This is an optimization exercise on Yosys and OpenROAD, whose aim is small area, a short achievable clock period and few clock cycles per item, not a production implementation.
RTL that was checked went through simulation tests only; none was proved equivalent to the original.

==> pepper <==
// line_escape_motion_controller
module line_escape_motion_controller (
	input  logic                                clk,
	input  logic                                arst_n,
	input  logic                                cfg_we,
	input  logic [0:0]                          cfg_index,
	input  logic [lemc_pkg::REG_W-1:0]          cfg_data,
	input  logic                                in_valid,
	output logic                                in_ready,
	input  logic                                on_line,
	input  logic                                front_level,
	input  logic                                back_level,
	input  logic                                right_level,
	input  logic                                left_level,
	input  logic signed [lemc_pkg::MOT_W-1:0]   move_x,
	input  logic signed [lemc_pkg::MOT_W-1:0]   move_y,
	input  logic [lemc_pkg::DIST_W-1:0]         ir_distance,
	output logic                                out_valid,
	input  logic                                out_ready,
	output logic signed [lemc_pkg::MOT_W-1:0]   drive_x,
	output logic signed [lemc_pkg::MOT_W-1:0]   drive_y
);
make LEC_CHECK=0 CAP_MARGIN=20 CORE_MARGIN=2 CORE_UTILIZATION=40 SETUP_SLACK_MARGIN=5 SLEW_MARGIN=20 finish   # period 11.0 ns
run.sh (not shown) runs the stock make flow with config.mk's settings and CLKGATE_MAP_FILE= SYNTH_SCRIPT=/design/flow/synth_recipe.tcl, a recipe that flattens the netlist after the stock synthesis.
==> onyx: changes against pepper <==
--- a/flow/design.v
+++ b/flow/design.v
@@ -127,14 +127,20 @@
 		end else begin
 			on_x = cx2 ? 16'sd2867 : (cx1 ? -16'sd2867 : xm);
 			on_y = cy2 ? 16'sd2662 : (cy1 ? -16'sd2662 : ym);
 		end
 	end
-	assign front_a = (on_e_q && see_f_q && front_q < armed_q) ? armed_q : front_q;
-	assign back_a  = (on_e_q && see_b_q && back_q  < armed_q) ? armed_q : back_q;
-	assign right_a = (on_e_q && see_r_q && right_q < armed_q) ? armed_q : right_q;
-	assign left_a  = (on_e_q && see_l_q && left_q  < armed_q) ? armed_q : left_q;
+	function automatic logic lt16(input logic [15:0] a, input logic [15:0] b);
+		logic c;
+		c = 1'b0;
+		for (int i = 0; i < 16; i++) c = (!a[i] && b[i]) || ((!a[i] || b[i]) && c);
+		lt16 = c;
+	endfunction
+	assign front_a = (on_e_q && see_f_q && lt16(front_q, armed_q)) ? armed_q : front_q;
+	assign back_a  = (on_e_q && see_b_q && lt16(back_q, armed_q))  ? armed_q : back_q;
+	assign right_a = (on_e_q && see_r_q && lt16(right_q, armed_q)) ? armed_q : right_q;
+	assign left_a  = (on_e_q && see_l_q && lt16(left_q, armed_q))  ? armed_q : left_q;
 	logic c_p, c_n, drain;
 	logic signed [16:0] y5;
 	logic signed [15:0] y1;
 	assign c_p   = bmode ? (rnz_q && x_q[15]) : (fnz_q && y_q[15]);
 	assign c_n   = bmode ? (lnz_q && xgt_q) : (bnz_q && ygt_q);
@@ -151,11 +157,11 @@
 	assign a_d   = cne ? a_n : a_p;
 	assign ad_s  = {2'b00, a_d};
 	assign d_s   = {1'b0, d_q};
 	assign k_s   = {2'b00, keep_q};
 	assign sub   = ad_s - d_s;
-	assign ko    = (cpe ? sub > k_s : a_p > keep_q) || (cne ? sub > k_s : a_n > keep_q);
+	assign ko    = (cpe ? sub > k_s : lt16(keep_q, a_p)) || (cne ? sub > k_s : lt16(keep_q, a_n));
 	assign new_p = (near_q || (cpe && sub[17])) ? 16'd0 : (cpe ? sub[15:0] : a_p);
 	assign new_n = (near_q || (cne && sub[17])) ? 16'd0 : (cne ? sub[15:0] : a_n);
 	assign res_x = on ? on_x : (ko ? 16'sd0 : ((cp_q || cn_q) ? xr[15:0] : x_q));
 	assign res_y = on ? on_y : (koy_q ? 16'sd0 : y_q);
 	always_comb begin
==> flow/flow/run.sh (new file) <==
#!/bin/bash
# The standard layout (the standard.sh make call: same synthesis and settings), with
# the port buffers that global placement inserts on every input and output made
# sky130_fd_sc_hd__buf_1 cells. make's output goes to make.log; each tool's full log is
# under orfs/logs.
set -euo pipefail
W=$(pwd)
cmd=$(grep '^make ' standard.sh | head -1)
eval "$cmd BUFFER_PORTS_ARGS='-buffer_cell sky130_fd_sc_hd__buf_1'" > make.log 2>&1
res=$(ls -d "$W"/orfs/results/*/line_escape_motion_controller/base)
: # left out here: write the final layout as DEF
==> flow/standard.sh (new file) <==
#!/bin/bash
# synth_recipe.tcl (not shown) runs the flow's synth.tcl, then flattens the netlist and writes it again
# the make line also repeats each setting of config.mk as NAME=value (left out here)
make -C /OpenROAD-flow-scripts/flow DESIGN_CONFIG=/design/flow/config.mk WORK_HOME=/design/flow/orfs CLKGATE_MAP_FILE= SYNTH_SCRIPT=/design/flow/synth_recipe.tcl "${@:-finish}"
CORE_UTILIZATION = 55   (was 40)
CTS_CLUSTER_DIAMETER = 80   (was default)
CTS_CLUSTER_SIZE = 30   (was default)
PLACE_DENSITY = 0.7   (was default)
removed: flow/run.sh
==> summary of the runs <==
pepper produced a clean layout. onyx finished clean.
Against onyx, the register-to-register slack of pepper is worse by 0.13 ns.
Of pepper and onyx, pepper has the higher design area (gap about 8%, measured against onyx).
Between onyx and pepper, the lower cell count is in onyx (gap 8.1%, measured against pepper).
Between pepper and onyx, the lower global-route usage is in pepper (gap 8.9 points).
Testbench counts of pepper, summed over its fixed seeds: cycles 12,895, items 12,000.
Testbench counts of onyx, summed over its fixed seeds: cycles 12,895, items 12,000.

==> inputs of job 8998 <==
==> flow/design.v <==
package lemc_pkg;
	localparam int MOT_W  = 16;
	localparam int AREA_W = 16;
	localparam int REG_W  = 16;
	localparam int TICK_W = 7;
	localparam int DIST_W = 8;
	localparam logic [DIST_W-1:0] NEAR_DIST = 8'd11;
endpackage
module lemc_qmul (
	input  logic signed [15:0] op,
	input  logic signed [17:0] o3,
	input  logic               m1_1,
	input  logic               m1_1024,
	input  logic               m1_2048,
	input  logic               m1_4096,
	input  logic               k0,
	input  logic               k1,
	input  logic               k2,
	input  logic               neg,
	output logic signed [17:0] r
);
	logic signed [28:0] o, t3, m1, a0, a4, a8, p;
	assign o  = 29'(op);
	assign t3 = 29'(o3);
	assign m1 = (m1_1 ? o : 29'sd0) | (m1_1024 ? (o <<< 10) : 29'sd0)
		| (m1_2048 ? (o <<< 11) : 29'sd0) | (m1_4096 ? (o <<< 12) : 29'sd0);
	assign a0 = (k0 ? t3 : 29'sd0) | (k1 ? (t3 <<< 1) : 29'sd0) | (k2 ? (t3 <<< 2) : 29'sd0);
	assign a4 = (k0 ? (t3 <<< 4) : 29'sd0) | (k1 ? (t3 <<< 5) : 29'sd0) | (k2 ? (t3 <<< 6) : 29'sd0);
	assign a8 = (k0 ? (t3 <<< 8) : 29'sd0) | (k1 ? (t3 <<< 9) : 29'sd0) | (k2 ? (t3 <<< 10) : 29'sd0);
	assign p  = m1 + a0 + a4 + a8 - 29'(neg);
	assign r  = {p[28], p[28:12]} ^ {18{neg}};
endmodule
module line_escape_motion_controller (
	input  logic                                clk,
	input  logic                                arst_n,
	input  logic                                cfg_we,
	input  logic [0:0]                          cfg_index,
	input  logic [lemc_pkg::REG_W-1:0]          cfg_data,
	input  logic                                in_valid,
	output logic                                in_ready,
	input  logic                                on_line,
	input  logic                                front_level,
	input  logic                                back_level,
	input  logic                                right_level,
	input  logic                                left_level,
	input  logic signed [lemc_pkg::MOT_W-1:0]   move_x,
	input  logic signed [lemc_pkg::MOT_W-1:0]   move_y,
	input  logic [lemc_pkg::DIST_W-1:0]         ir_distance,
	output logic                                out_valid,
	input  logic                                out_ready,
	output logic signed [lemc_pkg::MOT_W-1:0]   drive_x,
	output logic signed [lemc_pkg::MOT_W-1:0]   drive_y
);
	logic [15:0] armed_q, keep_q;
	logic [6:0]  ticks_q;
	logic [15:0] front_q, back_q, right_q, left_q;
	logic        vi_q, step_q, a2_q, on_q, early_q, damp_q, clr_q, near_q, koy_q;
	logic        see_f_q, see_b_q, see_r_q, see_l_q;
	logic signed [15:0] x_q, y_q;
	logic signed [17:0] x3_q, y3_q;
	logic        ov_q;
	logic signed [15:0] dx_q, dy_q;
	logic out_free, fire, accept, stepa;
	assign out_free = !ov_q || out_ready;
	assign in_ready = !vi_q || ((on_q || step_q) && out_free);
	assign accept   = in_valid && in_ready;
	assign fire     = vi_q && (on_q || step_q) && out_free;
	assign stepa    = vi_q && !on_q && !step_q && !a2_q;
	logic xm_1, xm_2048, xm_4096, xk0, xk1, xk2, xneg;
	logic ym_1, ym_1024, ym_4096, yk0, yk1, yk2, yneg, y_use_x;
	logic signed [17:0] xr, yr;
	logic signed [15:0] y_op;
	logic signed [17:0] y_o3, x3_d, y3_d;
	logic signed [15:0] x3_src;
	always_comb begin
		xm_1 = 1'b0; xm_2048 = 1'b0; xm_4096 = 1'b0; xk0 = 1'b0; xk1 = 1'b0; xk2 = 1'b0;
		xneg = 1'b0;
		ym_1 = 1'b0; ym_1024 = 1'b0; ym_4096 = 1'b0; yk0 = 1'b0; yk1 = 1'b0; yk2 = 1'b0;
		yneg = 1'b0; y_use_x = 1'b0;
		if (on_q) begin
			xneg = 1'b1;
			yneg = 1'b1;
			if (early_q) begin
				xm_4096 = 1'b1; xk0 = 1'b1;
				ym_1 = 1'b1; yk2 = 1'b1;
			end else begin
				xm_1 = 1'b1; xk2 = 1'b1;
				ym_1024 = 1'b1; yk1 = 1'b1;
			end
		end else if (!step_q) begin   
			xk1 = 1'b1;
			ym_4096 = 1'b1; yk0 = 1'b1; yneg = y_q[15];
		end else begin
			xm_2048 = 1'b1; xk0 = 1'b1; xneg = x_q[15];
			ym_1024 = 1'b1; yk1 = 1'b1; y_use_x = 1'b1;
		end
	end
	assign y_op = y_use_x ? x_q : y_q;
	assign y_o3 = y_use_x ? x3_q : y3_q;
	assign x3_src = a2_q ? x_q : move_x;
	assign x3_d = 18'(x3_src) + (18'(x3_src) <<< 1);
	assign y3_d = 18'(move_y) + (18'(move_y) <<< 1);
	lemc_qmul u_xmul (
		.op (x_q), .o3 (x3_q), .m1_1 (xm_1), .m1_1024 (1'b0), .m1_2048 (xm_2048), .m1_4096 (xm_4096),
		.k0 (xk0), .k1 (xk1), .k2 (xk2), .neg (xneg), .r (xr)
	);
	lemc_qmul u_ymul (
		.op (y_op), .o3 (y_o3), .m1_1 (ym_1), .m1_1024 (ym_1024), .m1_2048 (1'b0), .m1_4096 (ym_4096),
		.k0 (yk0), .k1 (yk1), .k2 (yk2), .neg (yneg), .r (yr)
	);
	function automatic logic signed [15:0] sat16(input logic signed [17:0] v);
		if (v[16] != v[15]) sat16 = {v[16], {15{!v[16]}}};
		else sat16 = v[15:0];
	endfunction
	logic signed [15:0] xd, yd, xm, ym, on_x, on_y;
	logic x_gt0, x_lt0, x_ltm1, y_gt0, y_lt0, y_ltm1;
	logic xpos, xneg_v, ypos, yneg_v, cx1, cx2, cy1, cy2;
	logic [15:0] front_a, back_a, right_a, left_a;
	assign x_lt0  = x_q[15];
	assign x_gt0  = !x_q[15] && (|x_q[14:0]);
	assign x_ltm1 = x_q[15] && !(&x_q[14:0]);
	assign y_lt0  = y_q[15];
	assign y_gt0  = !y_q[15] && (|y_q[14:0]);
	assign y_ltm1 = y_q[15] && !(&y_q[14:0]);
	assign xd = sat16(xr);
	assign yd = sat16(yr);
	assign xm = damp_q ? xd : x_q;
	assign ym = damp_q ? yd : y_q;
	assign xpos   = damp_q ? x_ltm1 : x_gt0;
	assign xneg_v = damp_q ? x_gt0 : x_lt0;
	assign ypos   = damp_q ? y_ltm1 : y_gt0;
	assign yneg_v = damp_q ? y_gt0 : y_lt0;
	assign cy1 = (|front_q) && ypos;
	assign cy2 = (|back_q) && (cy1 || yneg_v);
	assign cx1 = (|right_q) && xpos;
	assign cx2 = (|left_q) && (cx1 || xneg_v);
	always_comb begin
		if (early_q) begin
			on_x = xm;
			on_y = ym;
		end else begin
			on_x = cx2 ? 16'sd2867 : (cx1 ? -16'sd2867 : xm);
			on_y = cy2 ? 16'sd2662 : (cy1 ? -16'sd2662 : ym);
		end
	end
	assign front_a = (early_q && see_f_q && front_q < armed_q) ? armed_q : front_q;
	assign back_a  = (early_q && see_b_q && back_q  < armed_q) ? armed_q : back_q;
	assign right_a = (early_q && see_r_q && right_q < armed_q) ? armed_q : right_q;
	assign left_a  = (early_q && see_l_q && left_q  < armed_q) ? armed_q : left_q;
	logic signed [15:0] v_op;
	logic [15:0] a_p, a_n, a_d, a_o, new_p, new_n;
	logic [16:0] d;
	logic signed [17:0] sub, e, ad_s, d_s, k_s;
	logic cond_p, cond_n, drain, ko, c1, c2;
	logic signed [16:0] y5;
	logic signed [15:0] y1, off_x, off_y;
	assign v_op   = step_q ? x_q : y_q;
	assign a_p    = step_q ? right_q : front_q;
	assign a_n    = step_q ? left_q : back_q;
	assign cond_p = (|a_p) && v_op[15];
	assign cond_n = (|a_n) && !v_op[15] && (|v_op[14:0]);
	assign drain  = cond_p || cond_n;
	assign a_d    = cond_n ? a_n : a_p;
	assign a_o    = cond_n ? a_p : a_n;
	assign d      = step_q ? xr[16:0] : yr[16:0];
	assign ad_s   = {2'b00, a_d};
	assign d_s    = {1'b0, d};
	assign k_s    = {2'b00, keep_q};
	assign sub    = ad_s - d_s;
	assign e      = ad_s - k_s;
	assign c1     = drain ? (e > d_s) : (e > 18'sd0);
	assign c2     = a_o > keep_q;
	assign ko     = c1 || c2;
	assign new_p  = (near_q || (cond_p && sub[17])) ? 16'd0 : (cond_p ? sub[15:0] : a_p);
	assign new_n  = (near_q || (cond_n && sub[17])) ? 16'd0 : (cond_n ? sub[15:0] : a_n);
	assign y5    = 17'(y_q) + 17'(y_q >>> 2);
	assign y1    = (y5[16] != y5[15]) ? {y5[16], {15{!y5[16]}}} : y5[15:0];
	assign off_x = ko ? 16'sd0 : (drain ? yr[15:0] : x_q);
	assign off_y = koy_q ? 16'sd0 : (drain ? (y_q >>> 1) : y_q);
	always_ff @(posedge clk or negedge arst_n) begin
		if (!arst_n) begin
			armed_q <= 16'd4096;
			keep_q  <= 16'd2048;
			ticks_q <= '0;
			front_q <= '0;
			back_q  <= '0;
			right_q <= '0;
			left_q  <= '0;
			vi_q    <= 1'b0;
			step_q  <= 1'b0;
			a2_q    <= 1'b0;
			ov_q    <= 1'b0;
		end else begin
			if (cfg_we) begin
				if (cfg_index == 1'b0) armed_q <= cfg_data;
				else keep_q <= cfg_data;
			end
			if (accept) begin
				if (!on_line) ticks_q <= '0;
				else if (ticks_q != 7'd127) ticks_q <= ticks_q + 7'd1;
			end
			if (in_ready) begin
				vi_q   <= in_valid;
				step_q <= 1'b0;
				a2_q   <= 1'b0;
			end else if (stepa) begin
				a2_q   <= drain;
				step_q <= !drain;
			end else if (a2_q) begin
				a2_q   <= 1'b0;
				step_q <= 1'b1;
			end
			if (fire) ov_q <= 1'b1;
			else if (out_ready) ov_q <= 1'b0;
			if (fire && on_q) begin
				front_q <= clr_q ? 16'd0 : front_a;
				back_q  <= clr_q ? 16'd0 : back_a;
				right_q <= clr_q ? 16'd0 : right_a;
				left_q  <= clr_q ? 16'd0 : left_a;
			end
			if (stepa) begin
				front_q <= new_p;
				back_q  <= new_n;
			end
			if (fire && !on_q) begin
				right_q <= new_p;
				left_q  <= new_n;
			end
		end
	end
	always_ff @(posedge clk) begin
		if (in_ready) begin
			on_q    <= on_line;
			x_q     <= move_x;
			y_q     <= move_y;
			x3_q    <= x3_d;
			y3_q    <= y3_d;
			see_f_q <= !front_level;
			see_b_q <= !back_level;
			see_r_q <= !right_level;
			see_l_q <= !left_level;
			near_q  <= ir_distance < lemc_pkg::NEAR_DIST;
			early_q <= (ticks_q[6:3] == 4'd0) && (ticks_q[2:0] != 3'd7);
			damp_q  <= !ticks_q[6] || (!ticks_q[5] && (!ticks_q[4] || !(ticks_q[3] || ticks_q[2])));
			clr_q   <= &ticks_q[6:3];
		end else if (stepa) begin
			if (drain) begin
				x_q <= xr[15:0];
				y_q <= y1;
			end
			koy_q <= ko;
		end else if (a2_q) begin
			x3_q <= x3_d;
		end
		if (fire) begin
			dx_q <= on_q ? on_x : off_x;
			dy_q <= on_q ? on_y : off_y;
		end
	end
	assign out_valid = ov_q;
	assign drive_x   = dx_q;
	assign drive_y   = dy_q;
endmodule
==> flow/run.sh <==
#!/bin/bash
# synth_recipe.tcl (not shown) runs the flow's synth.tcl, then flattens the netlist and writes it again
# the make line also repeats each setting of config.mk as NAME=value (left out here)
make -C /OpenROAD-flow-scripts/flow DESIGN_CONFIG=/design/flow/config.mk WORK_HOME=/design/flow/orfs CLKGATE_MAP_FILE= SYNTH_SCRIPT=/design/flow/synth_recipe.tcl finish
==> flow/config.mk <==
export PLATFORM = sky130hd
export DESIGN_NAME = line_escape_motion_controller
export DESIGN_NICKNAME = line_escape_motion_controller
export VERILOG_FILES = /design/flow/design.v
export SDC_FILE = /design/flow/constraint.sdc
export NUM_CORES = 4
export LEC_CHECK = 0
export CAP_MARGIN = 20
export CORE_MARGIN = 2
export CORE_UTILIZATION = 40
export SLEW_MARGIN = 20
==> flow/constraint.sdc <==
create_clock -name core_clock -period 11.0 [get_ports {clk}]
set_input_delay 2.2000 -clock core_clock [delete_from_list [all_inputs] [get_ports {clk}]]
set_output_delay 2.2000 -clock core_clock [all_outputs]
set_load 0.01 [all_outputs]
==> job 5352 (differences from job 8998) <==
--- a/flow/design.v
+++ b/flow/design.v
@@ -151,5 +151,5 @@
 	logic [15:0] a_p, a_n, a_d, a_o, new_p, new_n;
 	logic [16:0] d;
-	logic signed [17:0] sub, e, ad_s, d_s, k_s;
+	logic signed [17:0] sub, e;
 	logic cond_p, cond_n, drain, ko, c1, c2;
 	logic signed [16:0] y5;
@@ -164,10 +164,7 @@
 	assign a_o    = cond_n ? a_p : a_n;
 	assign d      = step_q ? xr[16:0] : yr[16:0];
-	assign ad_s   = {2'b00, a_d};
-	assign d_s    = {1'b0, d};
-	assign k_s    = {2'b00, keep_q};
-	assign sub    = ad_s - d_s;
-	assign e      = ad_s - k_s;
-	assign c1     = drain ? (e > d_s) : (e > 18'sd0);
+	assign sub    = $signed({2'b00, a_d}) - $signed({1'b0, d});
+	assign e      = $signed({2'b00, a_d}) - $signed({2'b00, keep_q});
+	assign c1     = drain ? (e > $signed({1'b0, d})) : (e > 18'sd0);
 	assign c2     = a_o > keep_q;
 	assign ko     = c1 || c2;
==> results.txt <==
	job 8998	job 5352
Count of cell instances traversed by the critical path	33	33
Met3 Resource Use GR	0.0501	0.0501
Post-synth EDFFs	110	110
Number of routed nets with antenna violations	0	0
Post-place setup slack	1.86 ns	1.86 ns
Outcome	no timing/DRC/antenna violations	no timing/DRC/antenna violations
Global Route met2 Usage	0.412	0.412
Port Buffer Count	100	100
Master of the slowest instance on the critical path	xnor2_1	xnor2_1
Placed wire-length estimate after detailed placement	67,600 µm	67,600 µm
Final setup violation count	0	0
Cell count after synthesis	2,846	2,846
Least-Margin Pin Slew	1.24 ns	1.24 ns
Share of cells above drive strength 1	0.0853	0.0853
Post-Layout Inst Area	27,700 µm²	27,700 µm²
Number of placed I/O pins	101	101
Critical Path Fanout Max	32	32
XOR/XNOR Fraction of Synth Area	0.0524	0.0524
Cell with the most instances after synthesis	ha_1	ha_1
Die width	253 µm	253 µm
Testbench counts of job 8998, summed over its fixed seeds: cycles 12,726, items 12,000.
Only the layout flow was run in job 5352; the RTL was not checked for function there.

==> afterwards: timing with drivers on the ports <==
How much do the figures lean on ideal ports? The routed layouts below were timed once more, with nothing changed but the port constraints.
Step 1 assumes that a clkbuf_16 drives the clock port and a buf_2 every other input.
Step 2, shift: input delay + t, output delay - t, t = (earliest + latest rising clock arrival at the registers) / 2. This alone moves slack from input paths to output paths.
a / b / c = no drivers / after step 1 / after step 2; a / b = the first two.
run	shift t [ns]	slack for setup (ns)	worst setup path after step 2	latest minus earliest clock arrival (ns)	pins driven straight from the clock port
pepper	0.647	5.043 / 5.021 / 4.757	input to register	0.033 / 0.033	1
onyx	0.624	5.138 / 5.115 / 4.728	input to register	0.031 / 0.032	1
job 8998	0.649	1.879 / 1.879 / 1.879	register to register	0.026 / 0.026	1
job 5352	0.649	1.879 / 1.879 / 1.879	register to register	0.026 / 0.026	1
After both steps every run listed still meets setup and hold. The setup slack of onyx, which loses most, moves by -0.023 ns with the drivers and by -0.410 ns with both steps.
